This design comes from an exercise in tuning for small area, a short achievable clock period and few clock cycles per item on the open sky130 flow, not from production work.
In this exercise RTL edits were held to simulation tests only and were not proved equivalent to the original.
Power figures rest on the tool's default switching activity, not on a simulated workload.

== oak ==
==> flow/design.v <==
module constrained_multi_queue_dispatcher_top (
   input  logic        clock,
   input  logic        reset,
   input  logic        req_tvalid,
   output logic        req_tready,
   input  logic [23:0] req_tdata,   
   input  logic [2:0]  req_tuser,   
   output logic        rsp_tvalid,
   input  logic        rsp_tready,
   output logic [23:0] rsp_tdata,   
   output logic [2:0]  rsp_tuser,   
   input  logic        csr_valid,
   output logic        csr_ready,
   input  logic [2:0]  csr_index,
   input  logic [19:0] csr_data
);
   localparam logic [2:0] ST_ADDED      = 3'd0;
   localparam logic [2:0] ST_DROPPED    = 3'd1;
   localparam logic [2:0] ST_DISPATCHED = 3'd2;
   localparam logic [2:0] ST_NOTHING    = 3'd3;
   localparam logic [2:0] ST_COMPLETED  = 3'd4;
   localparam logic [2:0] ST_CERROR     = 3'd5;
   logic [3:0]  en_ff;           
   logic [19:0] set_ff [4];
   logic [3:0]  lo_ff  [4];      
   logic [7:0]  hi_ff  [4];      
   logic [3:0]  empty_ff;        
   logic [3:0]  full_ff;         
   logic [15:0] top_ff [4];      
   logic [7:0]  act_ff [4];
   logic [3:0]  lt_ff;           
   logic [3:0]  nz_ff;           
   logic [3:0]  wb_we_ff;        
   logic [15:0] wb_tag_ff [4];   
   logic        pp_v_ff;         
   logic [3:0]  pp_sel_ff;
   logic [15:0] pp_tag_ff;
   logic        out_v_ff;         
   logic        busy_ff;          
   logic [20:0] out_ff;           
   logic [20:0] hold_ff;          
   logic        skid_v_ff;        
   logic        ready_ff;         
   logic [20:0] skid_ff;
   logic [1:0]  mode;
   logic        dirty;
   logic [15:0] rtag;
   logic [4:0]  zoom;
   logic [1:0]  qidx;
   assign rtag  = req_tdata[15:0];
   assign zoom  = req_tdata[20:16];
   assign qidx  = req_tdata[22:21];
   assign mode  = req_tuser[1:0];
   assign dirty = req_tuser[2];
   logic accept, out_free;
   assign out_free   = !busy_ff || rsp_tready;
   assign req_tready = ready_ff;
   assign accept     = req_tvalid && !skid_v_ff;
   assign csr_ready  = 1'b1;
   assign rsp_tvalid = out_v_ff;
   assign rsp_tuser  = out_ff[20:18];
   assign rsp_tdata  = {6'd0, out_ff[15:0], out_ff[17:16]};
   logic [15:0] refill [4];      
   genvar gq;
   generate
      for (gq = 0; gq < 4; gq++) begin : g_stk
         logic [15:0] stk [31];
         logic [30:0] rsel;
         logic [15:0] rd;
         always_comb begin
            for (int i = 0; i < 31; i++) rsel[i] = lo_ff[gq][i % 4] && hi_ff[gq][i / 4];
            rd = 16'd0;
            for (int i = 0; i < 31; i++) begin
               rd = rd | (stk[i] & {16{rsel[i]}});
            end
         end
         always_ff @(posedge clock) begin
            for (int i = 0; i < 31; i++) begin
               if (wb_we_ff[gq] && rsel[i]) stk[i] <= wb_tag_ff[gq];
            end
         end
         assign refill[gq] = wb_we_ff[gq] ? wb_tag_ff[gq] : rd;
      end
   endgenerate
   function automatic logic ge5(input logic [4:0] a, input logic [4:0] b);
      logic r;
      r = 1'b1;
      for (int i = 0; i < 5; i++) begin
         r = (a[i] & ~b[i]) | (~(a[i] ^ b[i]) & r);
      end
      ge5 = r;
   endfunction
   logic [3:0]  ppq;             
   logic [3:0]  n31;             
   logic [3:0]  eff_empty, eff_full;
   logic [15:0] eff_top [4];
   logic [3:0]  take, serve, sub_sel, fet_sel;
   logic [3:0]  lt_inc, lt_dec, is1;
   logic [7:0]  act_p1 [4];
   logic [7:0]  act_m1 [4];
   logic [3:0]  lo_up [4], lo_dn [4];
   logic [7:0]  hi_up [4], hi_dn [4];
   logic        sub_hit, fet_hit, cpl_ok;
   logic [1:0]  sub_q, fet_q;
   always_comb begin
      for (int q = 0; q < 4; q++) begin
         logic [4:0] minz, maxz;
         logic [1:0] dm;
         logic       zok, dok;
         ppq[q]       = pp_v_ff && pp_sel_ff[q];
         n31[q]       = lo_ff[q][1] && hi_ff[q][7];
         eff_empty[q] = empty_ff[q] && !ppq[q];
         eff_full[q]  = full_ff[q] || (ppq[q] && n31[q]);
         eff_top[q]   = ppq[q] ? pp_tag_ff : top_ff[q];
         minz = set_ff[q][4:0];
         maxz = set_ff[q][9:5];
         dm   = set_ff[q][11:10];
         zok = ge5(zoom, minz) && ge5(maxz, zoom);
         case (dm)
            2'd0:    dok = !dirty;
            2'd1:    dok = dirty;
            default: dok = 1'b1;
         endcase
         take[q]  = en_ff[q] && !eff_full[q] && ((dm == 2'd3) || (zok && dok));
         serve[q] = en_ff[q] && !eff_empty[q] && lt_ff[q];
         act_p1[q] = act_ff[q] + 8'd1;
         act_m1[q] = act_ff[q] - 8'd1;
         lt_inc[q] = (act_p1[q] != set_ff[q][19:12]);
         lt_dec[q] = lt_ff[q] || (act_ff[q] == set_ff[q][19:12]);
         is1[q]    = (act_ff[q] == 8'd1);
         lo_up[q] = {lo_ff[q][2:0], lo_ff[q][3]};
         lo_dn[q] = {lo_ff[q][0], lo_ff[q][3:1]};
         hi_up[q] = lo_ff[q][3] ? {hi_ff[q][6:0], hi_ff[q][7]} : hi_ff[q];
         hi_dn[q] = lo_ff[q][0] ? {hi_ff[q][0], hi_ff[q][7:1]} : hi_ff[q];
      end
      sub_sel[0] = take[0];
      sub_sel[1] = take[1] && !take[0];
      sub_sel[2] = take[2] && !take[1] && !take[0];
      sub_sel[3] = take[3] && !take[2] && !take[1] && !take[0];
      fet_sel[0] = serve[0];
      fet_sel[1] = serve[1] && !serve[0];
      fet_sel[2] = serve[2] && !serve[1] && !serve[0];
      fet_sel[3] = serve[3] && !serve[2] && !serve[1] && !serve[0];
      sub_hit = |take;
      fet_hit = |serve;
      sub_q   = {sub_sel[3] | sub_sel[2], sub_sel[3] | sub_sel[1]};
      fet_q   = {fet_sel[3] | fet_sel[2], fet_sel[3] | fet_sel[1]};
      cpl_ok  = nz_ff[qidx];
   end
   logic [15:0] fet_tag;
   assign fet_tag = eff_top[fet_q];
   logic        do_sub, do_fet, do_cpl;
   logic [20:0] res;
   always_comb begin
      do_sub = 1'b0;
      do_fet = 1'b0;
      do_cpl = 1'b0;
      res    = {ST_NOTHING, 2'd0, 16'd0};
      case (mode)
         2'd0: begin
            do_sub = sub_hit;
            res    = sub_hit ? {ST_ADDED, sub_q, 16'd0} : {ST_DROPPED, 2'd0, 16'd0};
         end
         2'd1: begin
            do_fet = fet_hit;
            res    = fet_hit ? {ST_DISPATCHED, fet_q, fet_tag} : {ST_NOTHING, 2'd0, 16'd0};
         end
         2'd2: begin
            do_cpl = cpl_ok;
            res    = {cpl_ok ? ST_COMPLETED : ST_CERROR, qidx, 16'd0};
         end
         default: res = {ST_NOTHING, 2'd0, 16'd0};
      endcase
   end
   logic [3:0] pop, cpl, apply, pop_old;
   always_comb begin
      for (int q = 0; q < 4; q++) begin
         pop[q]     = accept && do_fet && fet_sel[q];
         cpl[q]     = accept && do_cpl && (qidx == 2'(q));
         apply[q]   = ppq[q] && !pop[q];
         pop_old[q] = pop[q] && !ppq[q];
      end
   end
   logic [20:0] new_head;
   assign new_head = skid_v_ff ? skid_ff : res;
   always_ff @(posedge clock) begin
      if (reset) begin
         en_ff <= 4'b0001;
         for (int q = 0; q < 4; q++) begin
            set_ff[q] <= 20'd19424;
            lo_ff[q]  <= 4'b0100;        
            hi_ff[q]  <= 8'b1000_0000;
            empty_ff[q] <= 1'b1;
            full_ff[q]  <= 1'b0;
            act_ff[q] <= 8'd0;
         end
         lt_ff     <= 4'b1111;
         nz_ff     <= 4'b0000;
         wb_we_ff  <= 4'd0;
         pp_v_ff   <= 1'b0;
         out_v_ff  <= 1'b0;
         busy_ff   <= 1'b0;
         skid_v_ff <= 1'b0;
         ready_ff  <= 1'b1;
      end else begin
         if (csr_valid && csr_index == 3'd0) begin
            for (int q = 0; q < 4; q++) en_ff[q] <= (csr_data[2:0] > 3'(q));
         end
         for (int q = 0; q < 4; q++) begin
            if (csr_valid && csr_index == 3'(q + 1)) begin
               set_ff[q] <= csr_data;
               lt_ff[q]  <= (act_ff[q] < csr_data[19:12]);
            end
         end
         for (int q = 0; q < 4; q++) begin
            if (apply[q]) begin
               lo_ff[q]    <= lo_up[q];
               hi_ff[q]    <= hi_up[q];
               empty_ff[q] <= 1'b0;
               full_ff[q]  <= n31[q];
            end else if (pop_old[q]) begin
               lo_ff[q]    <= lo_dn[q];
               hi_ff[q]    <= hi_dn[q];
               empty_ff[q] <= lo_ff[q][3] && hi_ff[q][7];
               full_ff[q]  <= 1'b0;
            end
            if (pop[q] || cpl[q]) begin
               act_ff[q] <= mode[0] ? act_p1[q] : act_m1[q];
               lt_ff[q]  <= mode[0] ? lt_inc[q] : lt_dec[q];
               nz_ff[q]  <= mode[0] || !is1[q];
            end
         end
         for (int q = 0; q < 4; q++) begin
            wb_we_ff[q] <= apply[q] && !empty_ff[q];
         end
         pp_v_ff <= accept && do_sub;
         if (out_free) out_v_ff <= skid_v_ff || accept;
         busy_ff   <= skid_v_ff || accept || (busy_ff && !rsp_tready);
         skid_v_ff <= !out_free && (skid_v_ff || accept);
         ready_ff  <= out_free || !(skid_v_ff || accept);
      end
   end
   always_ff @(posedge clock) begin
      for (int q = 0; q < 4; q++) begin
         if (apply[q]) top_ff[q] <= pp_tag_ff;
         else if (pop_old[q]) top_ff[q] <= refill[q];
      end
   end
   always_ff @(posedge clock) begin
      for (int q = 0; q < 4; q++) wb_tag_ff[q] <= top_ff[q];
      pp_sel_ff <= sub_sel;
      pp_tag_ff <= rtag;
      out_ff  <= out_free ? new_head : hold_ff;
      hold_ff <= out_free ? new_head : out_ff;
      if (!skid_v_ff) skid_ff <= res;
   end
endmodule
Settings: LEC_CHECK=0, CAP_MARGIN=20, CORE_MARGIN=2, CORE_UTILIZATION=40, CTS_CLUSTER_DIAMETER=90, CTS_CLUSTER_SIZE=25, SETUP_SLACK_MARGIN=3.4, SLEW_MARGIN=20; clock period 6.0 ns.
run.sh (not shown) runs the stock make flow with config.mk's settings and CLKGATE_MAP_FILE= SYNTH_SCRIPT=/design/flow/synth_recipe.tcl, a recipe that flattens the netlist after the stock synthesis.
oak went all the way through synthesis, placement and routing and the layout is clean on timing, DRC and antenna.
Testbench counts of oak, summed over its fixed seeds: cycles 12,008, items 12,000.
--- input diff oak..pine ---
- SETUP_SLACK_MARGIN: 3.4 -> 3.8
### Flow results
Re setup violation total in the final timing report: no difference whatsoever between oak and pine. As far as first-pass iteration count of the detailed router goes, oak and pine are indistinguishable; the numbers are identical. Relative to oak, total power decreased by about 0.5% in pine. | non-clock buffer count | lower: oak |. The higher sequential fraction of total cell area of oak and pine is in oak. pine against oak: clock-buffer cell count up 1.1%; power drawn by the combinational cells up about 25%; routed wire length up 16,000 um.

static timing again, ports no longer ideal:
The flow's constraints put no driver on any port. The routed layouts listed below were extracted and timed again, unchanged, in two steps.
Step 1: set_driving_cell puts a clkbuf_16 on clock and a buf_2 on each other input, an assumption about the parent block.
Step 2, shift: input delay + t, output delay - t, t = (earliest + latest rising clock arrival at the registers) / 2. This alone moves slack from input paths to output paths.
Slacks: no drivers / after step 1 / after step 2; pairs: no drivers / after step 1.
run	t (ns)	setup WS [ns]	worst slew at a driven data input, ns
oak	0.895	3.388 / 3.335 / 2.573	0.08
pine	0.889	3.328 / 3.318 / 2.460	0.22
After both steps every run listed still meets setup and hold. The setup slack of pine, which loses most, moves by -0.010 ns with the drivers and by -0.868 ns with both steps.
